Background: an optimization exercise with open tools, aiming at small area. Do not read the settings as production practice. Only simulation tests tie the RTL to the original design; equivalence was not proved. Power is estimated from default activity; no workload was simulated. No driver is modelled on the clock port, so clocking that relies on it looks cheaper here than on a real chip.

`standard.sh`:
```
#!/bin/bash
# synth_recipe.tcl (not shown) runs the flow's synth.tcl, then flattens the netlist and writes it again
# the make line also repeats each setting of config.mk as NAME=value (left out here)
make -C /OpenROAD-flow-scripts/flow DESIGN_CONFIG=/design/flow/config.mk WORK_HOME=/design/flow/orfs CLKGATE_MAP_FILE= SYNTH_SCRIPT=/design/flow/synth_recipe.tcl "${@:-finish}"
```
`flow/run.sh`:
```
#!/bin/bash
# The standard layout (standard.sh) with three changes:
#  - synthesis maps the logic with an area-oriented ABC script
#    (flow/abc_area.script) in place of ORFS's delay-oriented one; everything
#    else in the synthesis, registers included, is the standard synthesis;
#  - the port buffers are the smallest buffer cell;
#  - the clock tree uses clusters of up to 30 flip-flops on clkbuf_16
#    buffers, without dummy loads.
# The flow's whole output goes to standard_flow.log; ORFS keeps each tool's
# log under orfs/logs/.
set -euo pipefail
W=$PWD
sed "s#^  log_cmd abc {\*}\$abc_args#  log_cmd abc -script $W/flow/abc_area.script {*}[lrange \$abc_args 2 end]#" \
    "$FLOW_HOME/scripts/synth.tcl" > "$W/synth_area.tcl"
grep -q "abc_area.script" "$W/synth_area.tcl"
sed "s#^source \$::env(SCRIPTS_DIR)/synth.tcl#source $W/synth_area.tcl#" \
    "$W/synth_recipe.tcl" > "$W/synth_recipe_area.tcl"
grep -q "synth_area.tcl" "$W/synth_recipe_area.tcl"
sed "s#SYNTH_SCRIPT=[^ ]*#SYNTH_SCRIPT=$W/synth_recipe_area.tcl#" "$W/standard.sh" > "$W/standard_area.sh"
grep -q "synth_recipe_area.tcl" "$W/standard_area.sh"
export BUFFER_PORTS_ARGS="-buffer_cell sky130_fd_sc_hd__buf_1"
export CTS_ARGS="-sink_clustering_enable -repair_clock_nets -dont_use_dummy_load -buf_list sky130_fd_sc_hd__clkbuf_16 -sink_clustering_size 30 -sink_clustering_max_diameter 80"
bash "$W/standard_area.sh" > standard_flow.log 2>&1
```
`flow/abc_area.script`:
```
strash
dc2
dch -f
amap
topo
```
`config.mk`:
```
export PLATFORM = sky130hd
export DESIGN_NAME = niuCpu
export DESIGN_NICKNAME = niuCpu
export VERILOG_FILES = /design/flow/design.v
export SDC_FILE = /design/flow/constraint.sdc
export NUM_CORES = 4
export LEC_CHECK = 0
export CAP_MARGIN = 20
export CORE_MARGIN = 2
export CORE_UTILIZATION = 70
export SLEW_MARGIN = 20
```
`constraint.sdc`:
```
create_clock -name core_clock -period 14.0 [get_ports {clk}]
set_input_delay 2.8000 -clock core_clock [delete_from_list [all_inputs] [get_ports {clk}]]
set_output_delay 2.8000 -clock core_clock [all_outputs]
set_load 0.01 [all_outputs]
```
`design.v`:
```
`timescale 1ns/100ps
module niuCpu (
    input  logic        clk,
    input  logic        reset,
    output logic [31:0] fetchAddr,
    output logic        fetchStrobe,
    input  logic [31:0] fetchData,
    output logic [31:0] dataAddr,
    output logic [31:0] dataWdata,
    output logic        dataWrite,
    input  logic [31:0] dataRdata,
    output logic        halted
);
    logic [4:0] cnt;
    logic       pass;    
    logic       fin;     
    logic       clr;
    logic       halt;
    wire c0  = (cnt == 5'd0);
    wire c31 = (cnt == 5'd31);
    wire run = ~clr & ~halt;
    wire p0  = ~fin & ~pass;
    wire p1  = ~fin & pass;
    wire [31:0] ir = fetchData;
    wire  [4:0]  op  = ir[31:27];
    wire  [4:0]  rx  = ir[26:22];
    wire  [4:0]  ry  = ir[21:17];
    wire  [4:0]  rz  = ir[16:12];
    wire isR   = (op == 5'd0);
    wire isI   = (op == 5'd1) | (op == 5'd2) | (op == 5'd5) | (op == 5'd6) | (op == 5'd7) |
                 (op[4:2] == 3'b010);
    wire isALU = isR | isI;
    wire isLW  = (op == 5'd16);
    wire isSW  = (op == 5'd19);
    wire isBR  = (op[4:2] == 3'b110);
    wire isJAL = (op == 5'd31);
    wire undef = ~(isALU | isLW | isSW | isBR | isJAL);
    wire [4:0] fn = isR ? ir[4:0] : op;
    wire fSub  = isALU & (fn == 5'd0);
    wire fAdd  = isALU & (fn == 5'd1);
    wire fMul  = isALU & (fn == 5'd2);
    wire fNot  = isALU & (fn == 5'd4);
    wire fAnd  = isALU & (fn == 5'd5);
    wire fOr   = isALU & (fn == 5'd6);
    wire fXor  = isALU & (fn == 5'd7);
    wire fShl  = isALU & (fn[4:1] == 4'b0100);
    wire fShr  = isALU & (fn[4:1] == 4'b0101);
    wire fSh   = fShl | fShr;
    wire arith = fn[0];
    wire fCmp  = isALU & (fn[4:2] == 3'b100);
    wire fLong = fMul | fSh | fCmp;      
    wire [4:0] wsel = isR ? rz : ry;
    wire two  = fLong | isLW | isBR;
    wire lastWork = two ? p1 : p0;
    assign fetchStrobe = run & p0 & c0;
    always_ff @(posedge clk or posedge reset) begin
        if (reset) begin
            cnt  <= 5'd0;
            pass <= 1'b0;
            fin  <= 1'b0;
            clr  <= 1'b1;
            halt <= 1'b0;
        end else begin
            cnt <= cnt + 5'd1;
            if (c31) begin
                if (clr) begin
                    clr <= 1'b0;
                end else if (run) begin
                    if (fin) begin
                        fin  <= 1'b0;
                        pass <= 1'b0;
                    end else if (lastWork) begin
                        fin <= 1'b1;
                    end else begin
                        pass <= 1'b1;
                    end
                end
            end
            if (fetchStrobe & undef) halt <= 1'b1;
        end
    end
    assign halted = halt;
    logic [2:0] mode;
    logic [4:0] mRd;
    wire taken;
    always_ff @(posedge clk) begin
        if (~fin) begin
            mode <= fShr  ? {2'b10, arith} :
                    isJAL ? {2'b01, (rx != ry)} :
                            {2'b00, isBR & taken};
            mRd  <= wsel;
        end
    end
    wire mSHR = mode[2];
    wire mArith = mode[2] & mode[0];
    wire mLink = ~mode[2] & mode[1];
    wire mJump = ~mode[2] & mode[1] & mode[0];
    wire mBrT = ~mode[2] & ~mode[1] & mode[0];
    logic [31:0] rf [32];
    logic [31:0] head;
    logic        wen;
    logic        wbit;
    wire  [4:0]  wdst = fin ? mRd : wsel;
    genvar r;
    generate
        for (r = 0; r < 32; r++) begin : g_rf
            wire we = clr | (wen & (wdst == r));
            always_ff @(posedge clk) begin
                rf[r] <= {we ? (wbit & ~clr) : rf[r][0], rf[r][31:1]};
            end
            assign head[r] = rf[r][0];
        end
    endgenerate
    wire xbit = head[rx];
    wire ybit = head[ry];
    wire immb = ir[(cnt > 5'd16) ? 5'd16 : cnt];
    wire bbit = (isR | isBR) ? ybit : immb;
    logic cy, ne, lt;
    wire  sub = fSub | fCmp | isBR;
    wire  bb  = bbit ^ sub;
    wire  cin = c0 ? sub : cy;
    wire  sum = xbit ^ bb ^ cin;
    wire  cout = (xbit & bb) | (xbit & cin) | (bb & cin);
    always_ff @(posedge clk) begin
        cy <= cout;
        if (p0) begin
            ne <= (c0 ? 1'b0 : ne) | (xbit ^ bbit);
            if (c31) lt <= (xbit ^ bbit) ? xbit : sum;
        end
    end
    wire [1:0] cc = isBR ? op[1:0] : ir[1:0];
    logic flag;
    always_comb begin
        case (cc)
            2'd0: flag = ~ne;
            2'd1: flag = ne;
            2'd2: flag = lt;
            default: flag = lt | ~ne;
        endcase
    end
    logic simple;
    always_comb begin
        simple = 1'b0;
        if (fAdd | fSub) simple = sum;
        else if (fNot) simple = ~xbit;
        else if (fAnd) simple = xbit & bbit;
        else if (fOr)  simple = xbit | bbit;
        else if (fXor) simple = xbit ^ bbit;
    end
    logic [4:0] t;
    logic       neg1, ovf, seen;
    wire  tbit = bbit ^ (fShr & ~c0 & neg1);
    always_ff @(posedge clk) begin
        if (p0) begin
            if (cnt < 5'd5) t <= {tbit, t[4:1]};
            neg1 <= (c0 ? 1'b0 : neg1) | bbit;
            ovf  <= (c0 ? 1'b0 : ovf) | (bbit & (cnt >= 5'd5));
        end
    end
    wire t0  = (t == 5'd0);
    wire hit = run & ~ovf & (cnt == t) &
               ((p1 & fSh & ~(fShr & t0)) | (fin & mSHR & t0));
    always_ff @(posedge clk) seen <= ~p0 & (seen | hit);
    logic [31:0] A;
    wire aEn = run & ((p0 & (fMul | fSh | isLW | isSW | isJAL | isBR)) |
                      (fin & (mJump | (mBrT & (cnt >= 5'd2)))));
    wire aIn = (isLW | isSW) ? sum : (isBR ? immb : xbit);
    always_ff @(posedge clk) begin
        if (aEn) A <= {aIn, A[31:1]};
    end
    assign dataAddr = A;
    logic [14:0] pLo;
    logic [31:16] pUp;
    logic        k, bjd, x0;
    wire bj  = run & ((p1 & fMul & bbit) | hit);
    wire sIn = run & ((p0 & isSW) ? ybit :
                      ((p1 & fShr & arith) | (fin & mArith)) & A[31] & (seen | ovf));
    wire [31:0] pp = {A[31:16] & {16{bjd}}, A[15:0] & {16{bj}}};
    logic [32:16] cu;
    logic [31:16] su;
    assign cu[16] = k;
    genvar m;
    generate
        for (m = 16; m < 32; m++) begin : g_up
            assign su[m] = pUp[m] ^ pp[m] ^ cu[m];
            assign cu[m+1] = (pUp[m] & pp[m]) | (pUp[m] & cu[m]) | (pp[m] & cu[m]);
        end
    endgenerate
    wire [15:0] pin = {su[16], pLo};
    logic [16:0] cl;
    logic [15:0] sl;
    assign cl[0] = 1'b0;
    generate
        for (m = 0; m < 16; m++) begin : g_lo
            assign sl[m] = pin[m] ^ pp[m] ^ cl[m];
            assign cl[m+1] = (pin[m] & pp[m]) | (pin[m] & cl[m]) | (pp[m] & cl[m]);
        end
    endgenerate
    always_ff @(posedge clk) begin
        pLo <= sl[15:1];
        pUp <= {cu[32] | sIn, su[31:17]};
        k   <= cl[16];
        bjd <= bj;
        x0  <= sl[0];
    end
    wire prod = sl[0];
    assign dataWdata = {pUp, pLo, x0};
    assign dataWrite = run & fin & c0 & isSW;
    logic [31:0] pc;
    logic        pcc;
    assign taken = flag;
    wire pcAdd = mBrT & A[0] & (cnt >= 5'd2);
    wire pcCin = c0 ? 1'b0 : ((cnt == 5'd2) | pcc);
    wire pcSum = pc[0] ^ pcAdd ^ pcCin;
    wire pcIn  = clr ? 1'b0 : (mJump ? A[0] : pcSum);
    always_ff @(posedge clk) begin
        if (clr | (run & fin)) pc <= {pcIn, pc[31:1]};
        pcc <= pc[0] & (pcAdd | pcCin) | (pcAdd & pcCin);
    end
    assign fetchAddr = pc;
    always_comb begin
        wen  = 1'b0;
        wbit = 1'b0;
        if (run) begin
            if (fin) begin
                if (mSHR) begin
                    wen = 1'b1; wbit = prod;
                end else if (mLink) begin
                    wen = 1'b1; wbit = pcSum;
                end
            end else if (p0 & isALU & ~fLong) begin
                wen = 1'b1; wbit = simple;
            end else if (p1 & fCmp) begin
                wen = 1'b1; wbit = c0 & flag;
            end else if (p1 & (fMul | fShl)) begin
                wen = 1'b1; wbit = prod;
            end else if (p1 & isLW) begin
                wen = 1'b1; wbit = dataRdata[cnt];
            end
        end
    end
endmodule
```
==> results of run 1 <==
==> cells by family after synthesis <==
logic type | after synthesis | share of synthesized area, %
AND/OR/NAND/NOR | 210 | 3.62
flip-flops | 1151 | 87.3
buffers and inverters | 79 | 1.10
adder cells (fa/ha/maj) | 40 | 2.74
AO/OA/AOI/OAI | 223 | 5.23
==> through the flow <==
step	area (µm²)	util, %	power (mW)	instances	worst slack, ns
final	29800	77.2	5.03	2436	1.96
after global routing	29800	77.2	5.14	2435	1.52
after CTS	29800	77.2	5.03	2435	2.05
after detailed placement	28600	74.3	3.57	2390	1.67
after global placement	28600	74.3	3.56	2390	1.96
after floorplan	27300	-	3.51	1703	2.14
==> final timing paths <==
check / startpoint / endpoint / depth (start not counted)
setup / recovery: fetchData[17] / pLo[14]$_DFF_P_ / 28
hold / removal: rf[6][2]$_DFF_P_ / rf[6][1]$_DFF_P_ / 0
setup reg to reg: cnt[0]$_DFF_PP0_ / pLo[14]$_DFF_P_ / 30
hold reg to reg: rf[6][2]$_DFF_P_ / rf[6][1]$_DFF_P_ / 0
max in group asynchronous: reset / clr$_DFFE_PP1P_ / 2
min in group asynchronous: reset / fin$_DFFE_PP0P_ / 2
==> routing by layer <==
layer | part of all wire (%) | global-route usage (%) | wire, µm | vias up
met4 | 6.0 | 16.4 | 3810 | 2
met3 | 8.2 | 7.32 | 5250 | 266
met1 | 37 | 38.9 | 23800 | 6693
met5 | 0.017 | 0 | 11 | -
li1 | - | - | - | 6057
met2 | 48 | 53.7 | 30800 | 893
==> cell type report <==
type,count,share of cell area (%)
multi-input combinational,473,10.7
timing repair buffer,170,2.22
inverter,78,0.984
tap,518,2.18
sequential,1151,80.1
antenna,1,0.00841
clock buffer,45,3.78
==> worst max-delay path, cell delays in order <==
cell      delay (ns)
buf_1           0.61
clkinv_1        0.50
a221oi_1        0.39
o21ai_0         0.12
o21ai_0         0.14
a21oi_1         0.13
o21ai_0         0.39
o21ai_0         0.28
clkinv_1        0.17
nor2_1          0.06
o21ai_1         0.18
buf_4           0.24
nor2b_1         0.08
fa_1            0.38
fa_1            0.42
fa_1            0.43
fa_1            0.43
fa_1            0.43
fa_1            0.42
fa_1            0.42
fa_1            0.43
fa_1            0.42
fa_1            0.43
fa_1            0.43
fa_1            0.43
fa_1            0.43
fa_1            0.43
fa_1            0.54
==> synth_stat cells, drive strengths merged (2+ instances only) <==
library cell	instances	share of area, %
a2111oi	2	0.064
a211oi	2	0.055
a21oi	57	1.0
a221oi	18	0.58
a22o	7	0.22
a22oi	9	0.25
a31oi	9	0.21
clkinv	78	1.1
dfrtp	8	0.73
dfxtp	1066	78
edfxtp	76	8.4
fa	33	2.4
ha	7	0.32
nand2	24	0.33
nand2b	2	0.046
nand3	9	0.16
nand4	20	0.46
nor2	89	1.2
nor2b	31	0.71
nor3	24	0.44
nor4	3	0.069
o211ai	2	0.055
o21ai	51	0.93
o221ai	20	0.64
o22a	4	0.13
o22ai	33	0.76
or2	5	0.11
or3	3	0.069
==> power groups by stage <==
stage	combinational, mW	sequential [mW]	clock [mW]
6_report	0.123	3.39	1.52
5_1_grt	0.128	3.39	1.62
4_1_cts	0.118	3.39	1.52
3_5_place_dp	0.111	3.46	0
3_3_place_gp	0.103	3.46	0
2_1_floorplan	0.0524	3.46	0
==> flip-flops by register name, summed over array words and instances, names as in the netlist, 3 cells and up <==
| register | cells |
|---|---|
| A | 32 |
| cnt | 5 |
| mRd | 5 |
| mode | 3 |
| pLo | 15 |
| pUp | 16 |
| pc | 32 |
| rf | 1024 |
| t | 5 |
==> cell usage in the layout (no fill, tap or decap), drive strengths merged, types with 2 or more instances in the layout <==
| cell type | instances |
|---|---|
| o22a | 4 |
| dfrtp | 8 |
| dfxtp | 1066 |
| o221ai | 20 |
| a221oi | 18 |
| nor4 | 3 |
| nor2 | 89 |
| a31oi | 9 |
| nand4 | 20 |
| nand3 | 9 |
| a211oi | 2 |
| a22o | 7 |
| or2 | 5 |
| fa | 33 |
| edfxtp | 76 |
| nand2 | 24 |
| clkinv | 78 |
| nor3 | 24 |
| nand2b | 2 |
| ha | 7 |
| o21ai | 51 |
| o22ai | 33 |
| o211ai | 2 |
| nor2b | 31 |
| clkbuf | 45 |
| a22oi | 9 |
| a21oi | 57 |
| or3 | 3 |
| a2111oi | 2 |
| buf | 170 |
==> qor.yml, run 1 <==
status: "no timing/DRC/antenna violations"
fin_crit_ns: 12.04
fin_crit_sh_pct: 86.0
ys_types: 39
drc: 0
vdd_drop_max_v: 0.000146
arrival_ns: 12.58
required_ns: 14.54
grt_use_total_pct: 32.0
endpoint_kind: "register"
slew_viol_final: 0
die-area_um2: 40600
slew_headroom_pct: 25.8
fin_tns_setup_ns: 0
seqCellArea_um2: 23800
tightest_slew_ns: 1.11
rows: 72
synth_seq_cells: 1151
nets: 2025
cts_resized: 0
syn_inst: 1703
clock-sinks: 1151
final.setup_skew_ns: 0.110
core-area_um2: 38600
gp_congestion: 0.950
async_flop_share_pct: 0.782
grt_setup_unrepaired: "no"
die_y_um: 202
hold_violations: 0
cts_setup_buffers: 0
path_class: "primary input to register"
finalSetupViolations: 0
sw_frac_of_total_pct: 20.9
yosysWarnings: 2
overflow: 0
syn_nets: 1809
syn2layout_area_growth_pct: 8.96
numCtsBuffers: 45
grt_first_pass_wirelength_um: 94700
p_per_area_nw_per_um2: 169
grt_max_degree: 35
clkPwrFrac_pct: 30.2
max_cap_viol_count: 0
leakage_nw: 11.4
antenna_found_initial: 2
synth_edf_count: 76
viasPerCell: 5.71
fp.dieW_um: 202
pin_count: 165
cts-root-buf: "clkbuf_16"
clock_latency_ns: 0.63
pwr-share-comb_pct: 2.4
firstDrtPassIters: 8
start_util_pct: 70.8
startpoint_type: "primary input"
ctsLongestPathBuffers: 3
reg2reg_slack_ns: 3.84
ys_seq_area_share_pct: 87.3
grt_pass1_vias: 14581
antenna_left: 0
hpwlAfterDp_um: 37600
fmax_ghz: 0.0830
hold_buffers: 0
wl_per_cell_um: 26.1
io_buffers: 164
fill_cells: 1917
whs_ns: 0.300
netlist_area_um2: 27300
htree_levels: 2
p_switching_mw: 1.05
vias: 13911
clkSlewWorstSetupHoldPaths_ns: 0.11
seqPwrFrac_pct: 67.4
cell_internal_pwr_mw: 3.98
hold_path.class: "register to register"
multi_input_area_um2: 3180
cts_tree: "built"
drt_wl_total_um: 63700
crit_fanout: 16
drive_gt1_share_pct: 2.82
ys.flop_type: "dfxtp_1"
drt_iter0_markers: 1426
syn_area_per_cell_um2: 16.0
==> inputs of run 2 (changes only) <==
--- a/flow/run.sh
+++ b/flow/run.sh
@@ -5,5 +5,5 @@
 #    else in the synthesis, registers included, is the standard synthesis;
 #  - the port buffers are the smallest buffer cell;
-#  - the clock tree uses clusters of up to 30 flip-flops on clkbuf_16
+#  - the clock tree uses clusters of up to 30 flip-flops (60 um across) on clkbuf_16
 #    buffers, without dummy loads.
 # The flow's whole output goes to standard_flow.log; ORFS keeps each tool's
@@ -20,4 +20,4 @@
 grep -q "synth_recipe_area.tcl" "$W/standard_area.sh"
 export BUFFER_PORTS_ARGS="-buffer_cell sky130_fd_sc_hd__buf_1"
-export CTS_ARGS="-sink_clustering_enable -repair_clock_nets -dont_use_dummy_load -buf_list sky130_fd_sc_hd__clkbuf_16 -sink_clustering_size 30 -sink_clustering_max_diameter 80"
+export CTS_ARGS="-sink_clustering_enable -repair_clock_nets -dont_use_dummy_load -buf_list sky130_fd_sc_hd__clkbuf_16 -sink_clustering_size 30 -sink_clustering_max_diameter 60"
 bash "$W/standard_area.sh" > standard_flow.log 2>&1
==> run 2 against run 1 <==
  * Synthesized cell count is the same
  * Utilization grew 0.28 points
  * Clock-buffer cell count grew 4
  * First-iteration DRC count grew 12%
  * Cell count grew 0.21%
  * Routed wire length grew 1.5%
  * Critical path depth is the same
  * Critical path type unchanged
  * Highest routed layer is now met4
==> qor.yml, run 2 <==
fin_crit_ns: 12.15  # +0.104 ns
synth_seq_cells: 1151  # unchanged
crit_fanout: 16  # unchanged
p_per_area_nw_per_um2: 171  # +1.1%
gp_congestion: 0.950  # unchanged
top_regs: "rf: 1024 flops, A: 32 flops, pc: 32 flops"
final_common_cell: "dfxtp_1"
final.setup_skew_ns: 0.0997  # -0.0106 ns
firstDrtPassIters: 6  # -2
cts_resized: 0  # unchanged
syn_nets: 1809  # unchanged
drt_wl_total_um: 64600  # +1.5%
placed_area_um2: 28600  # unchanged
antenna_found_initial: 2  # unchanged
htree_levels: 2  # unchanged
yosys-top-cells-count: "dfxtp_1 (1066), nor2_1 (89), clkinv_1 (78)"
numCtsBuffers: 49  # +8.9%
fin_crit_sh_pct: 86.8  # +0.74 points
viasPerCell: 5.74  # +0.51%
startpoint_type: "primary input"
clock-sinks: 1151  # unchanged
whs_ns: 0.285  # -0.0148 ns
async_flop_share_pct: 0.782  # unchanged
hold_violations: 0  # unchanged
die-area_um2: 40600  # unchanged
synthTopCellsByArea: "dfxtp_1 (78%), edfxtp_1 (8.4%), fa_1 (2.4%)"
rows: 72  # unchanged
nets: 2030  # +0.25%
fp.dieW_um: 202  # unchanged
ys.flop_type: "dfxtp_1"
fmax_ghz: 0.0823  # -0.85%
max_cap_viol_count: 0  # unchanged
cts-root-buf: "clkbuf_16"
wl_per_cell_um: 26.5  # +1.3%
start_util_pct: 70.8  # unchanged
hpwlAfterDp_um: 37600  # unchanged
leakage_nw: 11.5  # +0.47%
ys_types: 39  # unchanged
final_cell_mix: "dfxtp_1 (1066), buf_1 (164), nor2_1 (89)"
syn2layout_area_growth_pct: 9.35
netlist_area_um2: 27300  # unchanged
cts_setup_buffers: 0  # unchanged
regMostFlops: "rf"
pin_count: 165  # unchanged
grt_setup_unrepaired: "no"
clkSlewWorstSetupHoldPaths_ns: 0.12  # about the same
hold_buffers: 0  # unchanged
largest_reg_flops: 1024  # unchanged
arrival_ns: 12.71  # +0.13 ns
clock_latency_ns: 0.65  # +0.02 ns
endpoint_kind: "register"
hold_path.class: "register to register"
cts_tree: "built"
ys_seq_area_share_pct: 87.3  # unchanged
required_ns: 14.56  # +0.02 ns
grt_first_pass_wirelength_um: 95400  # +0.69%
fill_cells: 1883  # -1.8%
path_class: "primary input to register"
vias: 14010  # +0.71%
drt_iter0_markers: 1593  # +12%
ctsLongestPathBuffers: 3  # unchanged
die_y_um: 202  # unchanged
drc: 0  # unchanged
hold_depth: 0  # unchanged
vdd_drop_max_v: 0.000150  # +2.8%
yosysWarnings: 2  # unchanged
yosysMostFrequentCell: "dfxtp_1"
slew_viol_final: 0  # unchanged
core-area_um2: 38600  # unchanged
grt_use_total_pct: 32.3  # +0.29 points
antenna_left: 0  # unchanged
reg2regPathDepth: 29  # -3.3%
io_buffers: 164  # unchanged
yosys.area.top_type: "dfxtp_1"
grt_max_degree: 35  # unchanged
grt_pass1_vias: 14584  # +0.021%
tightest_slew_ns: 1.12  # +0.00803 ns
synth_top_area_share_pct: 78.1  # unchanged
slew_headroom_pct: 25.3  # -0.54 points
syn_inst: 1703  # unchanged
fin_area_um2: 29900  # +0.36%
status: "no timing/DRC/antenna violations"
fin_tns_setup_ns: 0  # unchanged
drive_gt1_share_pct: 3.07  # +0.25 points
finalSetupViolations: 0  # unchanged
overflow: 0  # unchanged
synth_edf_count: 76  # unchanged
syn_area_per_cell_um2: 16.0  # unchanged
==> run 2: kinds of logic after synthesis <==
logic type | Yosys count | synth area share [%]
buf+inv | 79 | 1.10
simple gates | 210 | 3.62
fa+ha+maj | 40 | 2.74
flops | 1151 | 87.3
compound gates | 223 | 5.23
==> run 2: final timing paths <==
kind | from | to | slack, ns
worst max-delay path | fetchData[17] | pLo[14]$_DFF_P_ | 1.85
worst min-delay path | rf[1][20]$_DFF_P_ | rf[1][19]$_DFF_P_ | 0.29
worst max register to register | cnt[2]$_DFF_PP0_ | pLo[14]$_DFF_P_ | 3.81
worst min register to register | rf[1][20]$_DFF_P_ | rf[1][19]$_DFF_P_ | 0.29
max in group asynchronous | reset | clr$_DFFE_PP1P_ | 11.63
min in group asynchronous | reset | cnt[4]$_DFF_PP0_ | 2.07
==> run 2: routing by layer <==
layer	share of wire (%)	wire, µm	track usage, %	up-vias
met5	0	0	0	-
met4	5.9	3830	16.3	0
met3	9.4	6090	8.50	271
met2	48	30800	53.1	984
met1	37	23900	39.7	6679
li1	-	-	-	6076
==> run 2: worst max-delay path, cell delays in order <==
cell and delay (ns):
buf_1 0.60, clkinv_1 0.57, a221oi_1 0.53, o21ai_0 0.15, o21ai_0 0.14, a21oi_1 0.10
o21ai_0 0.32, o21ai_0 0.26, clkinv_1 0.16, nor2_1 0.06, o21ai_1 0.19, buf_4 0.24
nor2b_1 0.08, fa_1 0.38, fa_1 0.42, fa_1 0.43, fa_1 0.43, fa_1 0.43
fa_1 0.44, fa_1 0.43, fa_1 0.43, fa_1 0.42, fa_1 0.43, fa_1 0.43
fa_1 0.43, fa_1 0.43, fa_1 0.43, fa_1 0.53
==> run 2: power by group <==
part	total [mW]	leakage [nW]	internal (mW)	switching [mW]
Combinational	0.125	1.47	0.0329	0.0919
Clock	1.59	0.604	0.630	0.961
Sequential	3.39	9.41	3.36	0.0277
Total	5.11	11.5	4.02	1.08
==> run 2: metrics by stage <==
step,setup WS [ns],power (mW),std cells,utilization (%)
after CTS,1.95,5.10,2439,77.4
after floorplan,2.14,3.51,1703,-
after global placement,1.96,3.56,2390,74.3
after global routing,1.53,5.21,2440,77.5
after detailed placement,1.67,3.57,2390,74.3
final,1.85,5.11,2441,77.5
==> run 2: layout make-up <==
type                       instances  area (µm²)  area share [%]
antenna                            1        2.50         0.00838
clock buffer                      49        1230            4.10
multi-input combinational        473        3180            10.7
sequential                      1151       23800            79.8
tap                              518         648            2.17
timing repair buffer             171         668            2.24
inverter                          78         293           0.980
==> inputs of run 3 (changes only) <==
--- a/design.v
+++ b/design.v
@@ -82,15 +82,15 @@
     assign halted = halt;
     logic [2:0] mode;
-    logic [4:0] mRd;
     wire taken;
+    wire t0;
     always_ff @(posedge clk) begin
         if (~fin) begin
-            mode <= fShr  ? {2'b10, arith} :
+            mode <= fShr  ? {1'b1, t0, arith} :
                     isJAL ? {2'b01, (rx != ry)} :
                             {2'b00, isBR & taken};
-            mRd  <= wsel;
         end
     end
     wire mSHR = mode[2];
+    wire mT0 = mode[2] & mode[1];
     wire mArith = mode[2] & mode[0];
     wire mLink = ~mode[2] & mode[1];
@@ -101,5 +101,6 @@
     logic        wen;
     logic        wbit;
-    wire  [4:0]  wdst = fin ? mRd : wsel;
+    logic [4:0]  sr;
+    wire  [4:0]  wdst = fin ? sr : wsel;
     genvar r;
     generate
@@ -148,17 +149,16 @@
         else if (fXor) simple = xbit ^ bbit;
     end
-    logic [4:0] t;
     logic       neg1, ovf, seen;
     wire  tbit = bbit ^ (fShr & ~c0 & neg1);
     always_ff @(posedge clk) begin
+        if (p0 & (cnt < 5'd5)) sr <= {tbit, sr[4:1]};
+        else if (lastWork & c31) sr <= wsel;
         if (p0) begin
-            if (cnt < 5'd5) t <= {tbit, t[4:1]};
             neg1 <= (c0 ? 1'b0 : neg1) | bbit;
             ovf  <= (c0 ? 1'b0 : ovf) | (bbit & (cnt >= 5'd5));
         end
     end
-    wire t0  = (t == 5'd0);
-    wire hit = run & ~ovf & (cnt == t) &
-               ((p1 & fSh & ~(fShr & t0)) | (fin & mSHR & t0));
+    assign t0 = (sr == 5'd0);
+    wire hit = run & ~ovf & ((p1 & fSh & ~(fShr & t0) & (cnt == sr)) | (fin & mT0 & c0));
     always_ff @(posedge clk) seen <= ~p0 & (seen | hit);
     logic [31:0] A;
==> run 3 against run 2 <==
  * Sequential share of layout area decreased by 0.051 points
  * Cell count decreased by 0.82%
  * Routed wire length decreased by 2.8%
  * Critical endpoint unchanged
  * Global-route usage decreased by 0.90 points
  * Critical path type unchanged
==> qor.yml, run 3 <==
final_cell_mix: "dfxtp_1 (1061), buf_1 (164), edfxtp_1 (76)"
hpwlAfterDp_um: 36400  # -3.2%
ys_types: 44  # +13%
yosys-top-cells-count: "dfxtp_1 (1061), clkinv_1 (76), edfxtp_1 (76)"
drive_gt1_share_pct: 3.16  # +0.087 points
fin_crit_sh_pct: 97.8  # +11 points
clock-sinks: 1146  # -0.43%
fp.dieW_um: 201  # -0.16%
max_cap_viol_count: 0  # unchanged
wl_per_cell_um: 26.0  # -2.0%
grt_use_total_pct: 31.3  # -0.90 points
clkSlewWorstSetupHoldPaths_ns: 0.11  # about the same
die-area_um2: 40500  # -0.33%
core-area_um2: 38600  # unchanged
slew_viol_final: 0  # unchanged
grt_first_pass_wirelength_um: 92900  # -2.6%
endpoint_kind: "register"
worst_slack_ns: 0.313  # -1.54 ns
rows: 72  # unchanged
synth_seq_cells: 1146  # -0.43%
viasPerCell: 5.70  # -0.63%
status: "no timing/DRC/antenna violations"
post-place-ws_ns: 0.901  # -0.772 ns
crit_fanout: 18  # +2
largest_reg_flops: 1024  # unchanged
yosysWarnings: 2  # unchanged
top_regs: "rf: 1024 flops, A: 32 flops, pc: 32 flops"
finalSetupViolations: 0  # unchanged
htree_levels: 2  # unchanged
synthTopCellsByArea: "dfxtp_1 (78%), edfxtp_1 (8.4%), fa_1 (2.4%)"
start_util_pct: 70.6  # -0.24 points
netlist_area_um2: 27200  # -0.33%
fin_tns_setup_ns: 0  # unchanged
tightest_slew_ns: 1.18  # +0.0583 ns
cts-root-buf: "clkbuf_16"
worstReg2RegStart: "cnt[1]$_DFF_PP0_"
syn_nets: 1787  # -1.2%
die_y_um: 201  # -0.16%
syn2layout_area_growth_pct: 9.33  # about the same
path_class: "primary input to register"
regMostFlops: "rf"
gp_congestion: 0.924  # -2.8%
io_buffers: 164  # unchanged
final_util_pct: 77.2  # -0.28 points
reg2regPathDepth: 30  # +3.4%
grt_pass1_vias: 14304  # -1.9%
overflow: 0  # unchanged
p_per_area_nw_per_um2: 177  # +3.7%
required_ns: 14.48  # -0.08 ns
fin_crit_ns: 13.69  # +1.54 ns
cts_tree: "built"
firstDrtPassIters: 5  # -1
antenna_found_initial: 3  # +1
cts_setup_buffers: 0  # unchanged
drc: 0  # unchanged
vias: 13807  # -1.4%
fmax_ghz: 0.0731  # -11%
pin_count: 165  # unchanged
arrival_ns: 14.17  # +1.46 ns
syn_inst: 1681  # -1.3%
drt_wl_total_um: 62800  # -2.8%
min_from: "rf[24][1]$_DFF_P_"
vdd_drop_max_v: 0.000156  # +4.2%
hold_end: "rf[24][0]$_DFF_P_"
synth_top_area_share_pct: 78.0  # -0.11 points
antenna_left: 0  # unchanged
synth_edf_count: 76  # unchanged
final.setup_skew_ns: 0.104  # +0.00450 ns
ys.flop_type: "dfxtp_1"
hold_violations: 0  # unchanged
async_flop_share_pct: 0.785  # +0.0034 points
hold_path.class: "register to register"
rr_endpoint: "pLo[14]$_DFF_P_"
yosys.area.top_type: "dfxtp_1"
leakage_nw: 11.4  # -0.35%
dp_cells: 2371  # -0.79%
final_cells: 2421  # -0.82%
ys_seq_area_share_pct: 87.2  # about the same
nets: 2009  # -1.0%
ctsLongestPathBuffers: 3  # unchanged
drt_iter0_markers: 1401  # -12%
final_common_cell: "dfxtp_1"
slew_headroom_pct: 21.4  # -3.9 points
clock_latency_ns: 0.64  # about the same
startpoint_type: "primary input"
numCtsBuffers: 48  # -2.0%
hold_depth: 0  # unchanged
grt_max_degree: 35  # unchanged
reg2reg_slack_ns: 2.37  # -1.44 ns
yosysMostFrequentCell: "dfxtp_1"
syn_area_per_cell_um2: 16.2  # +0.97%
## run 3: cell count changes after synthesis, moves of 5 or more
cell	delta
nand2_1	-9
nor2_1	-14
a221oi_1	+10
o22ai_1	-5
a21oi_1	-7
dfxtp_1	-5
## run 3: worst max-delay path by stage
stage	start	end	slack (ns)	cells past startpoint
finish	fetchData[19]	pLo[14]$_DFF_P_	0.31	28
global route	fetchData[19]	pLo[14]$_DFF_P_	-0.06	28
CTS	fetchData[19]	pLo[14]$_DFF_P_	0.72	28
detailed placement	fetchData[19]	pLo[14]$_DFF_P_	0.90	27
global placement	fetchData[19]	pLo[14]$_DFF_P_	1.16	27
floorplan	fetchData[27]	pLo[14]$_DFF_P_	1.81	29
## run 3: logic make-up (layout without fill, tap and decap cells)
kind of cell             count (synthesis)  in the layout  share of synthesized area [%]
other                                    0              2                              0
adder cells (fa/ha/maj)                 40             40                           2.75
buffers and inverters                   77            297                           1.08
AND/OR/NAND/NOR                        195            195                           3.52
flip-flops                            1146           1146                           87.2
AO/OA/AOI/OAI                          223            223                           5.42
## run 3: timing repair
action	4_1_cts	5_1_grt
endpoints found under the setup margin	0	2
resized for setup	0	2
hold buffers	0	0
## run 3: layer usage
layer | wire length [µm] | track usage, % | up-vias | share of wire, %
met5 | 0 | 0 | - | 0
met2 | 29800 | 51.1 | 863 | 47
li1 | - | - | 6036 | -
met4 | 3700 | 16.5 | 0 | 5.9
met3 | 5140 | 6.51 | 261 | 8.2
met1 | 24200 | 40.0 | 6647 | 39
## run 3: power by group
group	switching, mW	internal, mW
logic	0.156	0.0527
clock network	0.935	0.618
registers	0.0682	3.45
total	1.16	4.12
## run 3: final cells by class
type                            count  area [µm²]
Sequential cell                  1146       23700
Tap cell                          518         648
Fill cell                        1938        8790
Clock buffer                       48        1200
Multi-Input combinational cell    458        3190
Timing Repair Buffer              173         683
Inverter                           76         289
Antenna cell                        2        5.00
## run 3: metrics by stage
| stage | power [mW] | area (µm²) | hold slack [ns] |
|---|---|---|---|
| after CTS | 5.28 | 29700 | 0.289 |
| after floorplan | 3.65 | 27200 | 0.310 |
| after detailed placement | 3.77 | 28500 | 0.312 |
| after global routing | 5.40 | 29800 | 0.283 |
| final | 5.28 | 29800 | 0.286 |
| after global placement | 3.75 | 28500 | 0.310 |
## run 3: critical path, cell delays in order
cell and delay (ns):
buf_1 0.82, clkinvlp_4 0.73, a221oi_1 0.92, or3_1 0.34, nand3_1 0.16, o311ai_0 0.18
o21ai_0 0.24, o32ai_1 0.29, clkinv_1 0.29, a31oi_1 0.28, buf_4 0.27, nor2_1 0.07
ha_1 0.20, fa_1 0.42, fa_1 0.45, fa_1 0.43, fa_1 0.43, fa_1 0.43
fa_1 0.43, fa_1 0.42, fa_1 0.44, fa_1 0.45, fa_1 0.44, fa_1 0.43
fa_1 0.42, fa_1 0.43, fa_1 0.44, fa_1 0.48
==> inputs of run 4 (changes only) <==
--- a/flow/run.sh
+++ b/flow/run.sh
@@ -5,5 +5,5 @@
 #    else in the synthesis, registers included, is the standard synthesis;
 #  - the port buffers are the smallest buffer cell;
-#  - the clock tree uses clusters of up to 30 flip-flops (60 um across) on clkbuf_16
+#  - the clock tree uses clusters of up to 30 flip-flops (70 um across) on clkbuf_16
 #    buffers, without dummy loads.
 # The flow's whole output goes to standard_flow.log; ORFS keeps each tool's
@@ -20,4 +20,4 @@
 grep -q "synth_recipe_area.tcl" "$W/standard_area.sh"
 export BUFFER_PORTS_ARGS="-buffer_cell sky130_fd_sc_hd__buf_1"
-export CTS_ARGS="-sink_clustering_enable -repair_clock_nets -dont_use_dummy_load -buf_list sky130_fd_sc_hd__clkbuf_16 -sink_clustering_size 30 -sink_clustering_max_diameter 60"
+export CTS_ARGS="-sink_clustering_enable -repair_clock_nets -dont_use_dummy_load -buf_list sky130_fd_sc_hd__clkbuf_16 -sink_clustering_size 30 -sink_clustering_max_diameter 70"
 bash "$W/standard_area.sh" > standard_flow.log 2>&1
--- a/config.mk
+++ b/config.mk
@@ -8,4 +8,4 @@
 export CAP_MARGIN = 20
 export CORE_MARGIN = 2
-export CORE_UTILIZATION = 70
+export CORE_UTILIZATION = 50
 export SLEW_MARGIN = 20
==> run 4 against run 3 <==
  * Critical path type unchanged
  * Still clean
  * Largest cell class unchanged
  * Worst setup slack better by 1.3 ns
  * Hold slack worse by 0.0055 ns
  * Clock skew is 0.033 ns lower
  * Largest power group unchanged
==> qor.yml, run 4 <==
ys.flop_type: "dfxtp_1"
crit_start: "fetchData[27]"
multi_input_area_um2: 3180  # -0.20%
worstReg2RegStart: "cnt[0]$_DFF_PP0_"
required_ns: 14.53  # +0.05 ns
synth_edf_count: 76  # unchanged
cpPeakStageDelay_ns: 0.54  # -0.38 ns
crit_fanout: 17  # -1
drt_iter0_markers: 682  # -51%
hold_buffers: 0  # unchanged
rows: 85  # +18%
clock-sinks: 1146  # unchanged
rr_endpoint: "pLo[14]$_DFF_P_"
hpwlAfterDp_um: 31400  # -14%
vias: 12447  # -9.9%
drive_gt1_share_pct: 3.10  # -0.054 points
finalSetupViolations: 0  # unchanged
arrival_ns: 12.91  # -1.26 ns
fill_cells: 4329  # +120%
critPathCapture: "pLo[14]$_DFF_P_"
antenna_left: 0  # unchanged
grt_first_pass_wirelength_um: 70800  # -24%
hold_violations: 0  # unchanged
drt_wl_total_um: 45900  # -27%
die_y_um: 237  # +18%
grt_pass1_vias: 12232  # -14%
hold_path.class: "register to register"
reg2regPathDepth: 32  # +6.7%
cts-root-buf: "clkbuf_16"
start_util_pct: 50.6  # -20 points
final_common_cell: "dfxtp_1"
syn_inst: 1681  # unchanged
gp_congestion: 0.861  # -6.8%
seqCellArea_um2: 23700  # unchanged
overflow: 0  # unchanged
yosysWarnings: 2  # unchanged
numCtsBuffers: 49  # +2.1%
pin_count: 165  # unchanged
grt_max_degree: 35  # unchanged
ctsLongestPathBuffers: 3  # unchanged
wl_per_cell_um: 17.7  # -32%
grt_setup_unrepaired: "no"
top_regs: "rf: 1024 flops, A: 32 flops, pc: 32 flops"
startpoint_type: "primary input"
largest_reg_flops: 1024  # unchanged
final_util_pct: 55.7  # -21 points
cts_setup_buffers: 0  # unchanged
netlist_area_um2: 27200  # unchanged
final.setup_skew_ns: 0.0709  # -0.0332 ns
die-area_um2: 56300  # +39%
viasPerCell: 4.79  # -16%
clkSlewWorstSetupHoldPaths_ns: 0.10  # about the same
final_cells: 2599  # +7.4%
yosys-top-cells-count: "dfxtp_1 (1061), clkinv_1 (76), edfxtp_1 (76)"
yosysMostFrequentCell: "dfxtp_1"
vdd_drop_max_v: 0.000132  # -15%
fin_tns_setup_ns: 0  # unchanged
slew_viol_final: 0  # unchanged
grt_use_total_pct: 16.4  # -15 points
core-area_um2: 53800  # +40%
cts_tree: "built"
regMostFlops: "rf"
worst_slack_ns: 1.62  # +1.31 ns
syn2layout_area_growth_pct: 10.2
leakage_nw: 11.4  # about the same
p_per_area_nw_per_um2: 173  # -2.4%
synth_seq_cells: 1146  # unchanged
antenna_found_initial: 3  # unchanged
syn_area_per_cell_um2: 16.2  # unchanged
cts_resized: 0  # unchanged
nets: 2010  # +0.050%
synth_top_area_share_pct: 78.0  # unchanged
clock_latency_ns: 0.62  # -0.02 ns
fmax_ghz: 0.0808  # +11%
status: "no timing/DRC/antenna violations"
path_class: "primary input to register"
reg2reg_slack_ns: 2.42  # +0.05 ns
firstDrtPassIters: 5  # unchanged
io_buffers: 164  # unchanged
fin_crit_ns: 12.38  # -1.31 ns
syn_nets: 1787  # unchanged
ys_seq_area_share_pct: 87.2  # unchanged
drc: 0  # unchanged
slew_headroom_pct: 39.0  # +18 points
yosys.area.top_type: "dfxtp_1"
htree_levels: 2  # unchanged
tightest_slew_ns: 0.907  # -0.271 ns
fin_crit_sh_pct: 88.4  # -9.3 points
post-place-ws_ns: 0.959  # +0.0580 ns
final_cell_mix: "dfxtp_1 (1061), buf_1 (164), edfxtp_1 (76), clkinv_1 (76), nor2_1 (75)"
cp_slowest_cell: "fa_1"
p_total_mw: 5.19  # -1.7%
fp.dieW_um: 237  # +18%
max_cap_viol_count: 0  # unchanged
dp_cells: 2549  # +7.5%
endpoint_kind: "register"
synthTopCellsByArea: "dfxtp_1 (78%), edfxtp_1 (8.4%), fa_1 (2.4%)"
cpMostUsedCell: "fa_1"
ys_types: 44  # unchanged
async_flop_share_pct: 0.785  # unchanged
==> run 4: cell counts after synthesis <==
No cell type changed its count.
==> run 4: worst min path at each step <==
stage | start | end | cells past startpoint
6_report | rf[17][19]$_DFF_P_ | rf[17][18]$_DFF_P_ | 0
5_1_grt | rf[17][17]$_DFF_P_ | rf[17][16]$_DFF_P_ | 0
4_1_cts | rf[17][19]$_DFF_P_ | rf[17][18]$_DFF_P_ | 0
3_5_place_dp | rf[16][22]$_DFF_P_ | rf[16][21]$_DFF_P_ | 0
3_3_place_gp | rf[25][21]$_DFF_P_ | rf[25][20]$_DFF_P_ | 0
2_1_floorplan | rf[0][1]$_DFF_P_ | rf[0][0]$_DFF_P_ | 0
==> run 4: report_power, final <==
| part | switching (mW) | internal (mW) | total, mW |
|---|---|---|---|
| sequential | 0.0544 | 3.44 | 3.50 |
| combinational | 0.138 | 0.0521 | 0.190 |
| clock | 0.871 | 0.627 | 1.50 |
| total | 1.06 | 4.12 | 5.19 |
==> run 4: final cells by class <==
class / instances / area share [%]
Timing Repair Buffer: 173 / 2.28
Inverter: 76 / 0.951
Clock buffer: 49 / 4.09
Antenna cell: 1 / 0.00834
Sequential cell: 1146 / 79.2
Tap cell: 696 / 2.90
Multi-Input combinational cell: 458 / 10.6
==> run 4: routing by layer <==
layer,GRT usage [%],vias up,wire length [µm]
li1,-,6057,-
met1,23.4,5977,22400
met2,25.1,332,19600
met3,3.51,81,2570
met4,5.32,0,1290
met5,0,-,0
==> run 4: kinds of logic after synthesis <==
group	after synthesis	synth area share, %
compound gates	223	5.42
fa+ha+maj	40	2.75
buf+inv	77	1.08
flops	1146	87.2
simple gates	195	3.52
==> run 4: per-stage QoR <==
step	instance area, µm²	hold WS, ns
floorplan	27200	0.310
global placement	28800	0.310
detailed placement	28800	0.312
CTS	30000	0.285
global route	30000	0.280
finish	30000	0.281
==> run 4: critical path: cells and delay by family <==
| family | cells | cell delay (ns) |
|---|---|---|
| fa+ha+maj | 16 | 6.69 |
| buf+inv | 6 | 1.25 |
| simple gates | 6 | 1.23 |
| compound gates | 3 | 0.92 |
==> inputs of run 5 (changes only) <==
--- a/design.v
+++ b/design.v
@@ -103,8 +103,10 @@
     logic [4:0]  sr;
     wire  [4:0]  wdst = fin ? sr : wsel;
+    wire [3:0] dLo = (4'b0001 << wdst[1:0]) | {4{clr}};
+    wire [7:0] dHi = ((8'b00000001 << wdst[4:2]) & {8{wen}}) | {8{clr}};
     genvar r;
     generate
         for (r = 0; r < 32; r++) begin : g_rf
-            wire we = clr | (wen & (wdst == r));
+            wire we = dLo[r % 4] & dHi[r / 4];
             always_ff @(posedge clk) begin
                 rf[r] <= {we ? (wbit & ~clr) : rf[r][0], rf[r][31:1]};
--- a/flow/run.sh
+++ b/flow/run.sh
@@ -5,5 +5,5 @@
 #    else in the synthesis, registers included, is the standard synthesis;
 #  - the port buffers are the smallest buffer cell;
-#  - the clock tree uses clusters of up to 30 flip-flops (70 um across) on clkbuf_16
+#  - the clock tree uses clusters of up to 30 flip-flops (80 um across) on clkbuf_16
 #    buffers, without dummy loads.
 # The flow's whole output goes to standard_flow.log; ORFS keeps each tool's
@@ -20,4 +20,4 @@
 grep -q "synth_recipe_area.tcl" "$W/standard_area.sh"
 export BUFFER_PORTS_ARGS="-buffer_cell sky130_fd_sc_hd__buf_1"
-export CTS_ARGS="-sink_clustering_enable -repair_clock_nets -dont_use_dummy_load -buf_list sky130_fd_sc_hd__clkbuf_16 -sink_clustering_size 30 -sink_clustering_max_diameter 70"
+export CTS_ARGS="-sink_clustering_enable -repair_clock_nets -dont_use_dummy_load -buf_list sky130_fd_sc_hd__clkbuf_16 -sink_clustering_size 30 -sink_clustering_max_diameter 80"
 bash "$W/standard_area.sh" > standard_flow.log 2>&1
==> run 5 against run 4 <==
  * Final area down 0.36%
  * Power down 0.35%
  * Global-route usage up 0.056 points
  * Routed wire length down 0.11%
  * Synthesized cell count up 0.65%
  * First-iteration DRC count down 1.2%
  * Fmax up 4.0%
  * Combinational power up 2%
  * Hold slack better by 0.033 ns
  * Critical path type unchanged
  * Largest power group unchanged
  * Highest routed layer unchanged
==> qor.yml, run 5 <==
dp_cells: 2558  # +0.35%
fp.dieW_um: 237  # about the same
cell_internal_pwr_mw: 4.10  # -0.54%
yosys-top-cells-count: "dfxtp_1 (1061), nor2_1 (120), clkinv_1 (78)"
endpoint_kind: "register"
clkPwrFrac_pct: 28.5  # -0.4 points
final_cell_mix: "dfxtp_1 (1061), buf_1 (164), nor2_1 (120)"
cp_top_family: "adder cells"
fill_cells: 4389  # +1.4%
overflow: 0  # unchanged
max_cap_viol_count: 0  # unchanged
top_regs: "rf: 1024 flops, A: 32 flops, pc: 32 flops"
syn_inst: 1692  # +0.65%
ys_types: 41  # -6.8%
start_util_pct: 50.5  # -0.10 points
p_per_area_nw_per_um2: 173  # about the same
gp_congestion: 0.846  # -1.6%
numCtsBuffers: 47  # -4.1%
vdd_drop_max_v: 0.000112  # -15%
viasPerCell: 4.73  # -1.2%
fin_crit_ns: 11.90  # -0.481 ns
crit_fanout: 17  # unchanged
io_buffers: 164  # unchanged
post-place-ws_ns: 1.45  # +0.492 ns
finalSetupViolations: 0  # unchanged
hold_violations: 0  # unchanged
pin_count: 165  # unchanged
status: "no timing/DRC/antenna violations"
nets: 2017  # +0.35%
path_class: "primary input to register"
fmax_ghz: 0.0840  # +4.0%
cts_tree: "built"
cp_slowest_cell: "nor2_1"
grt_max_degree: 33  # -5.7%
hold_buffers: 0  # unchanged
final_cells: 2609  # +0.38%
cts_setup_buffers: 0  # unchanged
pwr-share-comb_pct: 3.7  # about the same
final.setup_skew_ns: 0.0855  # +0.0146 ns
tightest_slew_ns: 1.05  # +0.142 ns
netlist_area_um2: 27200  # -0.20%
htree_levels: 2  # unchanged
final_common_cell: "dfxtp_1"
die_y_um: 237  # about the same
syn2layout_area_growth_pct: 10.0
grt_first_pass_wirelength_um: 70700  # -0.14%
drt_wl_total_um: 45900  # -0.11%
startpoint_type: "primary input"
wl_per_cell_um: 17.6  # -0.49%
slew_headroom_pct: 29.4  # -9.6 points
ys_seq_area_share_pct: 87.4  # +0.17 points
hpwlAfterDp_um: 31800  # +1.0%
yosys.area.top_type: "dfxtp_1"
drive_gt1_share_pct: 2.93  # -0.17 points
arrival_ns: 12.34  # -0.57 ns
ys.flop_type: "dfxtp_1"
cpMostUsedCell: "fa_1"
met3_usage_pct: 3.64  # +0.13 points
yosysWarnings: 2  # unchanged
firstDrtPassIters: 6  # +1
core-area_um2: 53800  # unchanged
cts_resized: 0  # unchanged
antenna_left: 0  # unchanged
syn_nets: 1798  # +0.62%
vias: 12339  # -0.87%
busiest_layer: "met2"
grt_setup_unrepaired: "no"
largest_reg_flops: 1024  # unchanged
grt_use_total_pct: 16.4  # +0.056 points
use_met2_pct: 24.6  # -0.54 points
sw_frac_of_total_pct: 20.7  # +0.15 points
worst-path-buf-inv: 6  # unchanged
grt_pass1_vias: 12054  # -1.5%
regMostFlops: "rf"
synth_edf_count: 76  # unchanged
p_switching_mw: 1.07  # +0.39%
clock_latency_ns: 0.61  # about the same
drc: 0  # unchanged
die-area_um2: 56200  # -0.19%
fin_tns_setup_ns: 0  # unchanged
fin_crit_sh_pct: 85.0  # -3.4 points
rows: 85  # unchanged
p_total_mw: 5.17  # -0.35%
drt_iter0_markers: 674  # -1.2%
clock-sinks: 1146  # unchanged
final_util_pct: 55.5  # -0.20 points
seqPwrFrac_pct: 67.7  # +0.2 points
syn_area_per_cell_um2: 16.1  # -0.85%
async_flop_share_pct: 0.785  # unchanged
leakage_nw: 11.4  # -0.27%
ctsLongestPathBuffers: 3  # unchanged
antenna_found_initial: 4  # +1
cts-root-buf: "clkbuf_16"
grt_use_met1_pct: 23.5  # +0.14 points
yosysMostFrequentCell: "dfxtp_1"
hold_path.class: "register to register"
synth_top_area_share_pct: 78.2  # +0.15 points
synth_seq_cells: 1146  # unchanged
cpPeakStageDelay_ns: 0.48  # -0.06 ns
synthTopCellsByArea: "dfxtp_1 (78%), edfxtp_1 (8.4%), fa_1 (2.4%)"
slew_viol_final: 0  # unchanged
worst_slack_ns: 2.10  # +0.481 ns
clkSlewWorstSetupHoldPaths_ns: 0.10  # about the same
required_ns: 14.44  # -0.09 ns
[run 5: changes by cell type in the layout (fill, tap and decap cells not counted), moves of 3 or more]
cell | before | now
diode_2 | 1 | 4
a31oi_1 | 9 | 4
o21ai_0 | 50 | 18
nand3_1 | 10 | 7
nor3_1 | 22 | 25
nor2_1 | 75 | 120
o22ai_1 | 28 | 37
a221oi_1 | 28 | 20
nand2_1 | 15 | 22
or3_1 | 5 | 2
a22oi_1 | 7 | 12
nand4_1 | 18 | 2
a21oi_1 | 50 | 58
[run 5: final cells by class]
class	count	area, µm²	share of cell area, %
antenna	4	10.0	0.0335
sequential	1146	23700	79.4
tap	696	871	2.91
clock buffer	47	1180	3.93
timing repair buffer	171	668	2.24
multi-input combinational	467	3130	10.5
inverter	78	293	0.979
[run 5: kinds of logic after synthesis]
logic type,Yosys count,share of synthesized area (%)
AO/OA/AOI/OAI,200,4.96
adder cells (fa/ha/maj),40,2.75
flip-flops,1146,87.4
buffers and inverters,79,1.11
AND/OR/NAND/NOR,227,3.78
[run 5: power by group through the flow]
stage          logic (mW)  clock network [mW]  registers [mW]
2_1_floorplan      0.0852                   0            3.57
3_3_place_gp        0.196                   0            3.57
3_5_place_dp        0.194                   0            3.58
4_1_cts             0.195                1.54            3.50
5_1_grt             0.211                1.65            3.52
6_report            0.194                1.48            3.50
[run 5: metrics by stage]
| step | area (µm²) | hold slack [ns] |
|---|---|---|
| floorplan | 27200 | 0.310 |
| global placement | 28700 | 0.311 |
| detailed placement | 28700 | 0.312 |
| CTS | 29900 | 0.307 |
| global route | 29900 | 0.311 |
| finish | 29900 | 0.313 |
[run 5: final timing paths]
| kind | start | slack (ns) | cells after the start | to |
|---|---|---|---|---|
| max reg2reg | cnt[0]$_DFF_PP0_ | 2.80 | 33 | pLo[14]$_DFF_P_ |
| min | rf[26][20]$_DFF_P_ | 0.31 | 0 | rf[26][19]$_DFF_P_ |
| max | fetchData[27] | 2.10 | 32 | pLo[14]$_DFF_P_ |
| min reg2reg | rf[26][20]$_DFF_P_ | 0.31 | 0 | rf[26][19]$_DFF_P_ |
| min in group asynchronous | reset | 2.09 | 2 | pass$_DFFE_PP0P_ |
| max in group asynchronous | reset | 11.60 | 2 | clr$_DFFE_PP1P_ |
[run 5: routing by layer]
metal / wire (µm) / vias to the layer above
met5: 0 / -
met1: 22200 / 5926
met4: 1320 / 0
li1: - / 5995
met3: 2950 / 71
met2: 19400 / 347
==> inputs of run 6 (changes only) <==
--- a/design.v
+++ b/design.v
@@ -117,5 +117,5 @@
     wire xbit = head[rx];
     wire ybit = head[ry];
-    wire immb = ir[(cnt > 5'd16) ? 5'd16 : cnt];
+    wire immb = cnt[4] ? ir[16] : ir[cnt[3:0]];    
     wire bbit = (isR | isBR) ? ybit : immb;
     logic cy, ne, lt;
@@ -128,6 +128,6 @@
         cy <= cout;
         if (p0) begin
-            ne <= (c0 ? 1'b0 : ne) | (xbit ^ bbit);
-            if (c31) lt <= (xbit ^ bbit) ? xbit : sum;
+            ne <= (c0 ? 1'b0 : ne) | (fSh ? (bbit & (cnt >= 5'd5)) : (xbit ^ bbit));
+            if (fSh | c31) lt <= fSh ? ((c0 ? 1'b0 : lt) | bbit) : ((xbit ^ bbit) ? xbit : sum);
         end
     end
@@ -151,13 +151,11 @@
         else if (fXor) simple = xbit ^ bbit;
     end
-    logic       neg1, ovf, seen;
+    logic       seen;
+    wire        neg1 = lt;
+    wire        ovf = ne;
     wire  tbit = bbit ^ (fShr & ~c0 & neg1);
     always_ff @(posedge clk) begin
         if (p0 & (cnt < 5'd5)) sr <= {tbit, sr[4:1]};
         else if (lastWork & c31) sr <= wsel;
-        if (p0) begin
-            neg1 <= (c0 ? 1'b0 : neg1) | bbit;
-            ovf  <= (c0 ? 1'b0 : ovf) | (bbit & (cnt >= 5'd5));
-        end
     end
     assign t0 = (sr == 5'd0);
--- a/config.mk
+++ b/config.mk
@@ -9,3 +9,4 @@
 export CORE_MARGIN = 2
 export CORE_UTILIZATION = 50
+export PLACE_DENSITY = 0.85
 export SLEW_MARGIN = 20
==> run 6 against run 5 <==
  * Sequential share of layout area about the same
  * Final area down 0.31%
  * Non-clock buffer count unchanged
  * First-iteration DRC count up 19%
  * Largest power group unchanged
  * Critical endpoint unchanged
  * Routed wire length up 7.9%
  * Clock-buffer cell count down 1
==> qor.yml, run 6 <==
grt_first_pass_wirelength_um: 74700  # +5.7%
fin_crit_sh_pct: 89.1  # +4.1 points
rows: 85  # unchanged
pin_count: 165  # unchanged
viasPerCell: 4.82  # +1.9%
start_util_pct: 50.5  # about the same
synth_edf_count: 74  # -2.6%
grt_pass1_vias: 12690  # +5.3%
arrival_ns: 12.96  # +0.62 ns
cts_setup_buffers: 0  # unchanged
grt_setup_unrepaired: "no"
status: "no timing/DRC/antenna violations"
drive_gt1_share_pct: 2.95  # +0.012 points
final_cell_mix: "dfxtp_1 (1061), buf_1 (164), nor2_1 (122)"
htree_levels: 2  # unchanged
top_regs: "rf: 1024 flops, A: 32 flops, pc: 32 flops"
die-area_um2: 56100  # -0.24%
worstReg2RegStart: "cnt[1]$_DFF_PP0_"
synth_seq_cells: 1144  # -0.17%
met3_usage_pct: 3.93  # +0.29 points
cts-root-buf: "clkbuf_16"
p_per_area_nw_per_um2: 172  # -0.47%
syn_inst: 1685  # -0.41%
ys_types: 43  # +4.9%
numCtsBuffers: 46  # -2.1%
p_total_mw: 5.13  # -0.77%
drt_wl_total_um: 49500  # +7.9%
largest_reg_flops: 1024  # unchanged
core-area_um2: 53700  # -0.20%
fin_tns_setup_ns: 0  # unchanged
netlist_area_um2: 27100  # -0.25%
tightest_slew_ns: 0.876  # -0.174 ns
die_y_um: 237  # -0.12%
worst_slack_ns: 1.53  # -0.571 ns
dp_cells: 2551  # -0.27%
clock-sinks: 1144  # -0.17%
yosysMostFrequentCell: "dfxtp_1"
slew_viol_final: 0  # unchanged
io_buffers: 164  # unchanged
fmax_ghz: 0.0802  # -4.6%
syn2layout_area_growth_pct: 9.95  # about the same
cts_tree: "built"
synth_top_area_share_pct: 78.4  # +0.19 points
min_from: "rf[4][6]$_DFF_P_"
async_flop_share_pct: 0.787  # +0.0014 points
hold_path.class: "register to register"
firstDrtPassIters: 5  # -1
vias: 12525  # +1.5%
fp.dieW_um: 237  # -0.12%
drt_iter0_markers: 800  # +19%
slew_headroom_pct: 41.1  # +12 points
final_cells: 2600  # -0.34%
cpMostUsedCell: "fa_1"
yosys.area.top_type: "dfxtp_1"
antenna_found_initial: 4  # unchanged
startpoint_type: "primary input"
ctsLongestPathBuffers: 3  # unchanged
required_ns: 14.49  # +0.05 ns
clkSlewWorstSetupHoldPaths_ns: 0.11  # about the same
max_cap_viol_count: 0  # unchanged
crit_start: "fetchData[28]"
cpPeakStageDelay_ns: 0.49  # about the same
regMostFlops: "rf"
ys_seq_area_share_pct: 87.4  # about the same
grt_use_total_pct: 17.6  # +1.2 points
hpwlAfterDp_um: 34000  # +7.0%
final.setup_skew_ns: 0.0603  # -0.0252 ns
syn_nets: 1792  # -0.33%
fin_crit_ns: 12.47  # +0.571 ns
finalSetupViolations: 0  # unchanged
antenna_left: 0  # unchanged
hold_violations: 0  # unchanged
cp_slowest_cell: "o21ai_0"
crit_fanout: 17  # unchanged
nets: 2010  # -0.35%
ys.flop_type: "dfxtp_1"
grt_use_met1_pct: 22.7  # -0.79 points
yosys-top-cells-count: "dfxtp_1 (1061), nor2_1 (122), edfxtp_1 (74)"
wl_per_cell_um: 19.0  # +8.3%
worst-path-buf-inv: 5  # -1
cp_top_family: "adder cells"
drc: 0  # unchanged
path_class: "primary input to register"
overflow: 0  # unchanged
leakage_nw: 11.4  # -0.30%
syn_area_per_cell_um2: 16.1  # +0.17%
use_met2_pct: 29.3  # +4.7 points
final_common_cell: "dfxtp_1"
vdd_drop_max_v: 0.000101  # -10%
cts_resized: 0  # unchanged
fill_cells: 4106  # -6.4%
hold_buffers: 0  # unchanged
synthTopCellsByArea: "dfxtp_1 (78%), edfxtp_1 (8.2%), fa_1 (2.4%)"
post-place-ws_ns: 0.946  # -0.505 ns
gp_congestion: 0.948  # +12%
clock_latency_ns: 0.61  # about the same
endpoint_kind: "register"
grt_max_degree: 33  # unchanged
yosysWarnings: 2  # unchanged
busiest_layer: "met2"
final_util_pct: 55.5  # -0.060 points
==> run 6: stage by stage <==
step	hold slack [ns]	cell area, µm²
after floorplan	0.310	27100
after detailed placement	0.312	28600
after CTS	0.281	29800
after global placement	0.310	28600
final	0.271	29800
after global routing	0.282	29800
==> run 6: path summary, 6_finish.rpt <==
check | end | slack (ns) | cells after the start
hold / removal | rf[4][5]$_DFF_P_ | 0.27 | 0
min in group asynchronous | cnt[0]$_DFF_PP0_ | 2.11 | 2
setup / recovery | pLo[14]$_DFF_P_ | 1.53 | 30
max in group asynchronous | clr$_DFFE_PP1P_ | 11.62 | 2
setup reg to reg | pLo[14]$_DFF_P_ | 2.99 | 28
hold reg to reg | rf[4][5]$_DFF_P_ | 0.27 | 0
==> run 6: power by group <==
part | total (mW) | internal (mW) | switching [mW] | leakage (nW)
clock | 1.47 | 0.592 | 0.878 | 0.567
combinational | 0.178 | 0.0487 | 0.130 | 1.45
sequential | 3.48 | 3.43 | 0.0555 | 9.37
==> run 6: worst reg2reg max path, delay by kind of cell (launching register included) <==
family                     cells  cell delay [ns]
and+or+nand+nor                3             0.75
DFF                            1             0.74
buffers and inverters          4             1.31
adders and majority gates     16             6.79
AOI/OAI and AO/OA              5             1.34
==> run 6: routing by layer <==
metal | up-vias | part of all wire, %
met2 | 451 | 46
met4 | 2 | 3.4
met3 | 105 | 6.8
met1 | 5996 | 44
met5 | - | 0.026
li1 | 5971 | -
==> run 6: area by class of cell <==
type | instances | area [µm²] | area share [%]
clock buffer | 46 | 1150 | 3.86
antenna | 3 | 7.51 | 0.0252
multi-input combinational | 467 | 3140 | 10.5
tap | 696 | 871 | 2.92
inverter | 73 | 274 | 0.919
sequential | 1144 | 23700 | 79.5
timing repair buffer | 171 | 668 | 2.24
==> run 6: kinds of logic (layout without fill, tap and decap cells) <==
| logic type | Yosys count | count (layout) | share of synthesized area [%] |
|---|---|---|---|
| fa+ha+maj | 41 | 41 | 2.81 |
| simple gates | 230 | 230 | 3.87 |
| buf+inv | 74 | 290 | 1.04 |
| other cells | 0 | 3 | 0 |
| flops | 1144 | 1144 | 87.4 |
| compound gates | 196 | 196 | 4.88 |
==> inputs of run 7 (changes only) <==
--- a/config.mk
+++ b/config.mk
@@ -9,4 +9,3 @@
 export CORE_MARGIN = 2
 export CORE_UTILIZATION = 50
-export PLACE_DENSITY = 0.85
 export SLEW_MARGIN = 20
==> run 7 against run 6 <==
  * Register-to-register slack better by 0.81 ns
  * Largest cell class unchanged
  * Still clean on timing, DRC and antenna
  * Sequential cell count unchanged
  * Critical endpoint unchanged
  * Utilization up 0.11 points
==> qor.yml, run 7 <==
status: "no timing/DRC/antenna violations"
max_cap_viol_count: 0  # unchanged
ys.flop_type: "dfxtp_1"
fin_crit_sh_pct: 86.8  # -2.2 points
grt_first_pass_wirelength_um: 67600  # -9.4%
die-area_um2: 56100  # unchanged
nets: 2013  # +0.15%
finalSetupViolations: 0  # unchanged
regMostFlops: "rf"
fin_tns_setup_ns: 0  # unchanged
pin_count: 165  # unchanged
core-area_um2: 53700  # unchanged
whs_ns: 0.280  # +0.00868 ns
top_regs: "rf: 1024 flops, A: 32 flops, pc: 32 flops"
final.setup_skew_ns: 0.101  # +0.0408 ns
io_buffers: 164  # unchanged
overflow: 0  # unchanged
yosys-top-cells-count: "dfxtp_1 (1061), nor2_1 (122), edfxtp_1 (74)"
cpMostUsedCell: "fa_1"
drt_wl_total_um: 43200  # -13%
numCtsBuffers: 48  # +4.3%
synth_seq_cells: 1144  # unchanged
vdd_drop_max_v: 0.000135  # +34%
grt_pass1_vias: 11986  # -5.5%
syn_inst: 1685  # unchanged
crit_fanout: 16  # -1
antenna_left: 0  # unchanged
htree_levels: 2  # unchanged
fin_crit_ns: 12.15  # -0.314 ns
required_ns: 14.44  # -0.05 ns
p_per_area_nw_per_um2: 172  # -0.30%
syn_area_per_cell_um2: 16.1  # unchanged
hold_buffers: 0  # unchanged
antenna_found_initial: 3  # -1
fmax_ghz: 0.0823  # +2.6%
synthTopCellsByArea: "dfxtp_1 (78%), edfxtp_1 (8.2%), fa_1 (2.4%)"
ctsLongestPathBuffers: 3  # unchanged
largest_reg_flops: 1024  # unchanged
hold_path.class: "register to register"
startpoint_type: "primary input"
clock_latency_ns: 0.62  # about the same
fp.dieW_um: 237  # unchanged
tightest_slew_ns: 1.14  # +0.264 ns
viasPerCell: 4.68  # -2.9%
cts_setup_buffers: 0  # unchanged
vias: 12180  # -2.8%
clkSlewWorstSetupHoldPaths_ns: 0.10  # about the same
grt_use_total_pct: 15.6  # -2.1 points
slew_headroom_pct: 23.3  # -18 points
drive_gt1_share_pct: 3.10  # +0.15 points
drc: 0  # unchanged
cts_resized: 0  # unchanged
start_util_pct: 50.5  # unchanged
path_class: "primary input to register"
final_cell_mix: "dfxtp_1 (1061), buf_1 (164), nor2_1 (122)"
netlist_area_um2: 27100  # unchanged
grt_setup_unrepaired: "no"
yosysMostFrequentCell: "dfxtp_1"
ys_types: 43  # unchanged
synth_top_area_share_pct: 78.4  # unchanged
cts-root-buf: "clkbuf_16"
wl_per_cell_um: 16.6  # -13%
rows: 85  # unchanged
final_util_pct: 55.6  # +0.11 points
drt_iter0_markers: 672  # -16%
p_total_mw: 5.12  # -0.11%
die_y_um: 237  # unchanged
cpPeakStageDelay_ns: 0.48  # about the same
hpwlAfterDp_um: 29400  # -14%
syn_nets: 1792  # unchanged
synth_edf_count: 74  # unchanged
yosys.area.top_type: "dfxtp_1"
leakage_nw: 11.4  # +0.28%
slew_viol_final: 0  # unchanged
firstDrtPassIters: 5  # unchanged
syn2layout_area_growth_pct: 10.2
gp_congestion: 0.845  # -11%
final_common_cell: "dfxtp_1"
endpoint_kind: "register"
cts_tree: "built"
grt_max_degree: 33  # unchanged
async_flop_share_pct: 0.787  # unchanged
hold_violations: 0  # unchanged
yosysWarnings: 2  # unchanged
ys_seq_area_share_pct: 87.4  # unchanged
clock-sinks: 1144  # unchanged
cp_slowest_cell: "fa_1"
arrival_ns: 12.60  # -0.36 ns
[run 7: cell counts after synthesis]
No cell type changed its count.
[run 7: report_power, final]
group	internal (mW)	switching, mW	total [mW]
logic	0.0481	0.121	0.169
registers	3.42	0.0473	3.47
clock network	0.615	0.868	1.48
total	4.09	1.04	5.12
[run 7: area by class of cell]
cell class | instances | area, µm²
fill | 4344 | 23800
sequential | 1144 | 23700
tap | 696 | 871
antenna | 3 | 7.51
clock buffer | 48 | 1200
inverter | 73 | 274
multi-input combinational | 467 | 3140
timing repair buffer | 172 | 676
[run 7: path summary, 6_finish.rpt]
path	cells past startpoint	to	startpoint	slack, ns
max	30	pLo[14]$_DFF_P_	fetchData[28]	1.85
min	0	rf[6][21]$_DFF_P_	rf[6][22]$_DFF_P_	0.28
max reg2reg	27	pLo[14]$_DFF_P_	cnt[2]$_DFF_PP0_	3.80
min reg2reg	0	rf[6][21]$_DFF_P_	rf[6][22]$_DFF_P_	0.28
max in group asynchronous	2	clr$_DFFE_PP1P_	reset	11.61
min in group asynchronous	2	pass$_DFFE_PP0P_	reset	2.12
[run 7: cells by family after synthesis]
family | count (synthesis) | synth area share, %
AND/OR/NAND/NOR | 230 | 3.87
flip-flops | 1144 | 87.4
buffers and inverters | 74 | 1.04
adder cells (fa/ha/maj) | 41 | 2.81
AO/OA/AOI/OAI | 196 | 4.88
[run 7: routing by layer]
layer / vias up / global-route usage [%] / part of all wire, %
met2: 294 / 23.5 / 43
met4: 4 / 5.81 / 3.0
met5: - / 0 / 0.051
met3: 80 / 3.10 / 5.2
li1: 5994 / - / -
met1: 5808 / 22.5 / 49
[run 7: critical path: cells and delay by family]
family	cells	cell delay, ns
buffers and inverters	6	1.12
and+or+nand+nor	6	1.27
AOI/OAI and AO/OA	3	0.93
adders and majority gates	15	6.45
[run 7: stage by stage]
step / instances / cell area [µm²] / worst slack (ns)
CTS: 2600 / 29900 / 1.77
finish: 2603 / 29900 / 1.85
global route: 2600 / 29900 / 1.20
detailed placement: 2552 / 28700 / 1.15
floorplan: 1685 / 27100 / 1.80
global placement: 2552 / 28700 / 1.39

Re-timed with assumed drivers on the ports (clkbuf_16 on the clock, buf_2 on other inputs), run 7 has 1.866 ns of setup slack against 1.845 ns with ideal ports, and 1.245 ns once port delays also move by the mid clock arrival of 0.621 ns.
